This design comes from an exercise in tuning for small area, a short achievable clock period and few clock cycles per item on the open sky130 flow, not from production work.
At most, simulation tests tie the RTL to the original design; equivalence was not proved.

==> flow/design.v <==
module temperature_calculator (
  input  logic               clk,
  input  logic               rst_n,
  input  logic               start,
  input  logic [31:0]        tc_base,
  input  logic [7:0]         tc_ref,
  input  logic [15:0]        adc_data,
  output logic               busy,
  output logic               done,
  output logic               div_zero,
  output logic signed [31:0] tempc
);
  logic [31:0] p;       
  logic [15:0] r;       
  logic [17:0] x;       
  logic [16:0] m3;      
  logic [15:0] a;       
  logic [7:0]  hl;      
  logic [5:0]  kb;      
  logic [3:0]  sh;      
  logic [3:0]  cnt;     
  logic        ph;      
  logic        first;   
  logic        fdiv;    
  logic [3:0]  bm;      
  logic        last;    
  logic        sgn;
  assign tempc = p;
  logic [14:0] mag_in;
  logic [5:0]  bl_base;
  logic [3:0]  bl_mag;
  logic [3:0]  sref;
  logic [3:0]  rh_in, rl_in;
  logic        base_zero, ref_zero, mag_zero;
  logic [31:0] p_in;
  assign mag_in    = adc_data[14:0];
  assign rh_in     = tc_ref[7:4];
  assign rl_in     = tc_ref[3:0];
  assign base_zero = (tc_base == 32'd0);
  assign ref_zero  = (tc_ref == 8'd0);
  assign mag_zero  = (mag_in == 15'd0);
  always_comb begin
    bl_base = 6'd0;
    for (int i = 0; i < 32; i++) if (tc_base[i]) bl_base = 6'(i + 1);
    bl_mag = 4'd0;
    for (int i = 0; i < 15; i++) if (mag_in[i]) bl_mag = 4'(i + 1);
    if      (tc_ref >= 8'd182) sref = 4'd0;
    else if (tc_ref >= 8'd128) sref = 4'd1;
    else if (tc_ref >= 8'd91)  sref = 4'd2;
    else if (tc_ref >= 8'd64)  sref = 4'd3;
    else if (tc_ref >= 8'd46)  sref = 4'd4;
    else if (tc_ref >= 8'd32)  sref = 4'd5;
    else if (tc_ref >= 8'd23)  sref = 4'd6;
    else if (tc_ref >= 8'd16)  sref = 4'd7;
    else if (tc_ref >= 8'd12)  sref = 4'd8;
    else if (tc_ref >= 8'd8)   sref = 4'd9;
    else if (tc_ref >= 8'd6)   sref = 4'd10;
    else if (tc_ref >= 8'd4)   sref = 4'd11;
    else if (tc_ref >= 8'd3)   sref = 4'd12;
    else if (tc_ref >= 8'd2)   sref = 4'd13;
    else                       sref = 4'd15;
    if (ref_zero)
      p_in = mag_zero ? 32'd0 : (adc_data[15] ? 32'h8000_0001 : 32'h7FFF_FFFF);
    else
      p_in = tc_base;
  end
  logic [16:0] pp0, pp1;
  logic [18:0] s;
  always_comb begin
    case (p[1:0])
      2'd0:    pp0 = 17'd0;
      2'd1:    pp0 = {2'd0, x[14:0]};
      2'd2:    pp0 = {1'd0, x[14:0], 1'b0};
      default: pp0 = m3;
    endcase
    case (p[3:2])
      2'd0:    pp1 = 17'd0;
      2'd1:    pp1 = {2'd0, x[14:0]};
      2'd2:    pp1 = {1'd0, x[14:0], 1'b0};
      default: pp1 = m3;
    endcase
  end
  assign s = {4'b0, r[14:0]} + {2'b0, pp0} + {pp1, 2'b0};
  logic [17:0] bsum;
  assign bsum = {2'd0, a} + (first ? {5'd0, hl, 5'd0} : {1'b0, a, 1'b0});
  logic [6:0] k_raw;
  logic [3:0] nst;
  logic [4:0] msh;
  assign msh   = {1'b0, bm} + {1'b0, sh};
  assign k_raw = {1'b0, kb} + ((msh > 5'd15) ? {2'd0, msh - 5'd15} : 7'd0);
  always_comb begin
    if (k_raw > 7'd28)      nst = 4'd8;
    else if (k_raw <= 7'd8) nst = 4'd2;
    else                    nst = 4'((k_raw + 7'd3) >> 2);
  end
  logic sat_early;
  assign sat_early = ({1'b0, kb} + {2'd0, msh}) >= 7'd49;
  logic [17:0] t;
  logic [18:0] d1, d2, d3;
  assign t  = {r, p[31:30]};
  assign d1 = {1'b0, t} - {3'b0, a};
  assign d2 = {1'b0, t} - {2'b0, a, 1'b0};
  assign d3 = {1'b0, t} - {1'b0, x};
  logic [1:0]  dig;
  logic [15:0] rn;
  always_comb begin
    if (!d3[18])      begin dig = 2'd3; rn = d3[15:0]; end
    else if (!d2[18]) begin dig = 2'd2; rn = d2[15:0]; end
    else if (!d1[18]) begin dig = 2'd1; rn = d1[15:0]; end
    else              begin dig = 2'd0; rn = t[15:0];  end
  end
  logic [31:0] satval, fin;
  logic [29:0] pneg;
  logic        sat;
  assign satval = sgn ? 32'h8000_0001 : 32'h7FFF_FFFF;
  logic sat_first;
  assign sat_first = fdiv && !d2[18];
  assign pneg   = ~p[29:0] + 30'd1;
  assign sat    = p[29];
  always_comb begin
    if (sat)            fin = satval;
    else if (!sgn)      fin = {p[29:0], dig};
    else if (d1[18])    fin = {pneg, 2'b00};                
    else                fin = {~p[29:0], 2'(~dig + 2'd1)};
  end
  logic start_ok, run;
  assign start_ok = start && !busy;
  assign run      = busy && !done;
  always_ff @(posedge clk) begin
    if (start_ok) begin
      r     <= 16'd0;
      x     <= {3'd0, mag_in};
      m3    <= {2'd0, mag_in} + {1'd0, mag_in, 1'b0};
      a     <= {8'(rh_in) * 8'(rh_in), 8'(rl_in) * 8'(rl_in)};
      hl    <= 8'(rh_in) * 8'(rl_in);
      kb    <= bl_base;
      bm    <= bl_mag;
      fdiv  <= 1'b0;
      sh    <= sref;
      sgn   <= adc_data[15];
      ph    <= 1'b0;
      first <= 1'b1;
      cnt   <= 4'd0;
    end else if (run) begin
      if (!ph) begin
        r     <= {1'b0, s[18:4]};
        first <= 1'b0;
        cnt   <= cnt + 4'd1;
        if (first) begin
          a  <= bsum[15:0];
          kb <= {2'd0, nst};
        end else if (cnt + 4'd1 == kb[3:0]) begin
          ph   <= 1'b1;
          fdiv <= (kb[3:0] == 4'd8);
          x    <= bsum;
          cnt  <= 4'({kb[3:0], 1'b0} - 5'd1);
          last <= 1'b0;
        end
      end else begin
        r    <= rn;
        fdiv <= 1'b0;
        cnt  <= cnt - 4'd1;
        last <= (cnt == 4'd1);
      end
    end
  end
  always_ff @(posedge clk or negedge rst_n) begin
    if (!rst_n) begin
      busy     <= 1'b0;
      done     <= 1'b0;
      div_zero <= 1'b0;
      p        <= 32'd0;
    end else if (!busy) begin
      busy <= start;
      if (start) begin
        div_zero <= ref_zero;
        p        <= p_in;
        done     <= base_zero || ref_zero;
      end
    end else if (done) begin
      busy <= 1'b0;
      done <= 1'b0;
    end else if (!ph) begin
      if (first && sat_early) begin
        p    <= satval;
        done <= 1'b1;
      end else begin
        p <= {s[3:0], p[31:4]};
      end
    end else if (sat_first) begin
      p    <= satval;
      done <= 1'b1;
    end else if (last) begin
      p    <= fin;
      done <= 1'b1;
    end else begin
      p <= {p[29:0], dig};
    end
  end
endmodule
Settings: LEC_CHECK=0, CAP_MARGIN=20, CORE_MARGIN=2, CORE_UTILIZATION=40, CTS_BUF_LIST=sky130_fd_sc_hd__clkbuf_4 sky130_fd_sc_hd__clkbuf_8, SETUP_SLACK_MARGIN=5, SLEW_MARGIN=20; clock period 8.5 ns.
standard.sh (not shown) runs the stock make flow with config.mk's settings and CLKGATE_MAP_FILE= SYNTH_SCRIPT=/design/flow/synth_recipe.tcl, a recipe that flattens the netlist after the stock synthesis.
==> flow/flow/run.sh <==
#!/bin/bash
# Standard layout with buf_4 port buffers.
export BUFFER_PORTS_ARGS="-buffer_cell sky130_fd_sc_hd__buf_4"
bash standard.sh > standard_run.log 2>&1
The starting point completed with no timing, DRC or antenna violations.
==> next run, changes <==
--- a/flow/design.v
+++ b/flow/design.v
@@ -19,19 +19,18 @@
   logic [5:0]  kb;      
   logic [3:0]  sh;      
   logic [3:0]  cnt;     
   logic        ph;      
   logic        first;   
   logic        fdiv;    
-  logic [3:0]  bm;      
+  logic        satf;    
   logic        last;    
   logic        sgn;
   assign tempc = p;
   logic [14:0] mag_in;
   logic [5:0]  bl_base;
-  logic [3:0]  bl_mag;
   logic [3:0]  sref;
   logic [3:0]  rh_in, rl_in;
   logic        base_zero, ref_zero, mag_zero;
   logic [31:0] p_in;
   assign mag_in    = adc_data[14:0];
   assign rh_in     = tc_ref[7:4];
@@ -39,14 +38,12 @@
   assign base_zero = (tc_base == 32'd0);
   assign ref_zero  = (tc_ref == 8'd0);
   assign mag_zero  = (mag_in == 15'd0);
   always_comb begin
     bl_base = 6'd0;
     for (int i = 0; i < 32; i++) if (tc_base[i]) bl_base = 6'(i + 1);
-    bl_mag = 4'd0;
-    for (int i = 0; i < 15; i++) if (mag_in[i]) bl_mag = 4'(i + 1);
     if      (tc_ref >= 8'd182) sref = 4'd0;
     else if (tc_ref >= 8'd128) sref = 4'd1;
     else if (tc_ref >= 8'd91)  sref = 4'd2;
     else if (tc_ref >= 8'd64)  sref = 4'd3;
     else if (tc_ref >= 8'd46)  sref = 4'd4;
     else if (tc_ref >= 8'd32)  sref = 4'd5;
@@ -82,22 +79,20 @@
   end
   assign s = {4'b0, r[14:0]} + {2'b0, pp0} + {pp1, 2'b0};
   logic [17:0] bsum;
   assign bsum = {2'd0, a} + (first ? {5'd0, hl, 5'd0} : {1'b0, a, 1'b0});
   logic [6:0] k_raw;
   logic [3:0] nst;
-  logic [4:0] msh;
-  assign msh   = {1'b0, bm} + {1'b0, sh};
-  assign k_raw = {1'b0, kb} + ((msh > 5'd15) ? {2'd0, msh - 5'd15} : 7'd0);
+  assign k_raw = {1'b0, kb} + {3'd0, sh};
   always_comb begin
     if (k_raw > 7'd28)      nst = 4'd8;
     else if (k_raw <= 7'd8) nst = 4'd2;
     else                    nst = 4'((k_raw + 7'd3) >> 2);
   end
   logic sat_early;
-  assign sat_early = ({1'b0, kb} + {2'd0, msh}) >= 7'd49;
+  assign sat_early = (x[14] && k_raw >= 7'd34) || (x[13] && k_raw >= 7'd35);
   logic [17:0] t;
   logic [18:0] d1, d2, d3;
   assign t  = {r, p[31:30]};
   assign d1 = {1'b0, t} - {3'b0, a};
   assign d2 = {1'b0, t} - {2'b0, a, 1'b0};
   assign d3 = {1'b0, t} - {1'b0, x};
@@ -110,16 +105,14 @@
     else              begin dig = 2'd0; rn = t[15:0];  end
   end
   logic [31:0] satval, fin;
   logic [29:0] pneg;
   logic        sat;
   assign satval = sgn ? 32'h8000_0001 : 32'h7FFF_FFFF;
-  logic sat_first;
-  assign sat_first = fdiv && !d2[18];
   assign pneg   = ~p[29:0] + 30'd1;
-  assign sat    = p[29];
+  assign sat    = p[29] || satf;
   always_comb begin
     if (sat)            fin = satval;
     else if (!sgn)      fin = {p[29:0], dig};
     else if (d1[18])    fin = {pneg, 2'b00};                
     else                fin = {~p[29:0], 2'(~dig + 2'd1)};
   end
@@ -131,14 +124,14 @@
       r     <= 16'd0;
       x     <= {3'd0, mag_in};
       m3    <= {2'd0, mag_in} + {1'd0, mag_in, 1'b0};
       a     <= {8'(rh_in) * 8'(rh_in), 8'(rl_in) * 8'(rl_in)};
       hl    <= 8'(rh_in) * 8'(rl_in);
       kb    <= bl_base;
-      bm    <= bl_mag;
       fdiv  <= 1'b0;
+      satf  <= 1'b0;
       sh    <= sref;
       sgn   <= adc_data[15];
       ph    <= 1'b0;
       first <= 1'b1;
       cnt   <= 4'd0;
     end else if (run) begin
@@ -146,24 +139,30 @@
         r     <= {1'b0, s[18:4]};
         first <= 1'b0;
         cnt   <= cnt + 4'd1;
         if (first) begin
           a  <= bsum[15:0];
           kb <= {2'd0, nst};
+          if (sat_early) begin
+            ph   <= 1'b1;
+            satf <= 1'b1;
+            last <= 1'b1;
+          end
         end else if (cnt + 4'd1 == kb[3:0]) begin
           ph   <= 1'b1;
           fdiv <= (kb[3:0] == 4'd8);
           x    <= bsum;
           cnt  <= 4'({kb[3:0], 1'b0} - 5'd1);
           last <= 1'b0;
         end
       end else begin
         r    <= rn;
+        cnt  <= cnt - 4'd1;
         fdiv <= 1'b0;
-        cnt  <= cnt - 4'd1;
-        last <= (cnt == 4'd1);
+        satf <= fdiv && !d2[18];
+        last <= (cnt == 4'd1) || (fdiv && !d2[18]);
       end
     end
   end
   always_ff @(posedge clk or negedge rst_n) begin
     if (!rst_n) begin
       busy     <= 1'b0;
@@ -178,21 +177,13 @@
         done     <= base_zero || ref_zero;
       end
     end else if (done) begin
       busy <= 1'b0;
       done <= 1'b0;
     end else if (!ph) begin
-      if (first && sat_early) begin
-        p    <= satval;
-        done <= 1'b1;
-      end else begin
-        p <= {s[3:0], p[31:4]};
-      end
-    end else if (sat_first) begin
-      p    <= satval;
-      done <= 1'b1;
+      p <= {s[3:0], p[31:4]};
     end else if (last) begin
       p    <= fin;
       done <= 1'b1;
     end else begin
       p <= {p[29:0], dig};
     end
After rerunning:
- The new run ran to the end with no violations
- global-route usage went down by 0.26 points
- setup slack gets worse by 87 ps
- core utilization went down by 2.5 points
- via count decreases by 15%
- final cell count is lower by 12%
- non-clock buffer count went down by 82
Testbench counts after the change, summed over its fixed seeds: cycles 10,650, items 960.
For the first run of this note, only the layout was checked, not whether the RTL still works.

[separate check: timing with driven ports]
Ports are ideal in the flow. The routed layouts listed here were re-timed in OpenROAD. Step 1 sets driving cells, clkbuf_16 on the clock port and buf_2 on the other inputs (assumed; they add their load-dependent delay and slew). Step 2 moves the port delays by t, midway between the first and last clock arrival at a register: inputs arrive t later, outputs are due t later. That takes back most of the time a late clock gives input paths. Slacks: ideal ports / drivers / drivers and shift; pairs: ideal ports / drivers.
run | t (ns) | setup WS [ns] | hold WS [ns] | worst register clock-pin slew, ns | worst data-port slew with drivers (ns)
the first run | 0.524 | 4.816 / 4.816 / 4.474 | 0.481 / 0.481 / 0.481 | 0.10 / 0.10 | 0.07
the second run | 0.529 | 4.730 / 4.730 / 4.446 | 0.455 / 0.455 / 0.455 | 0.09 / 0.09 | 0.06
After both steps setup and hold are still met in every run listed. For the first run, which loses most, drivers alone change the setup slack by 0.000 ns; drivers and shift together by -0.342 ns.
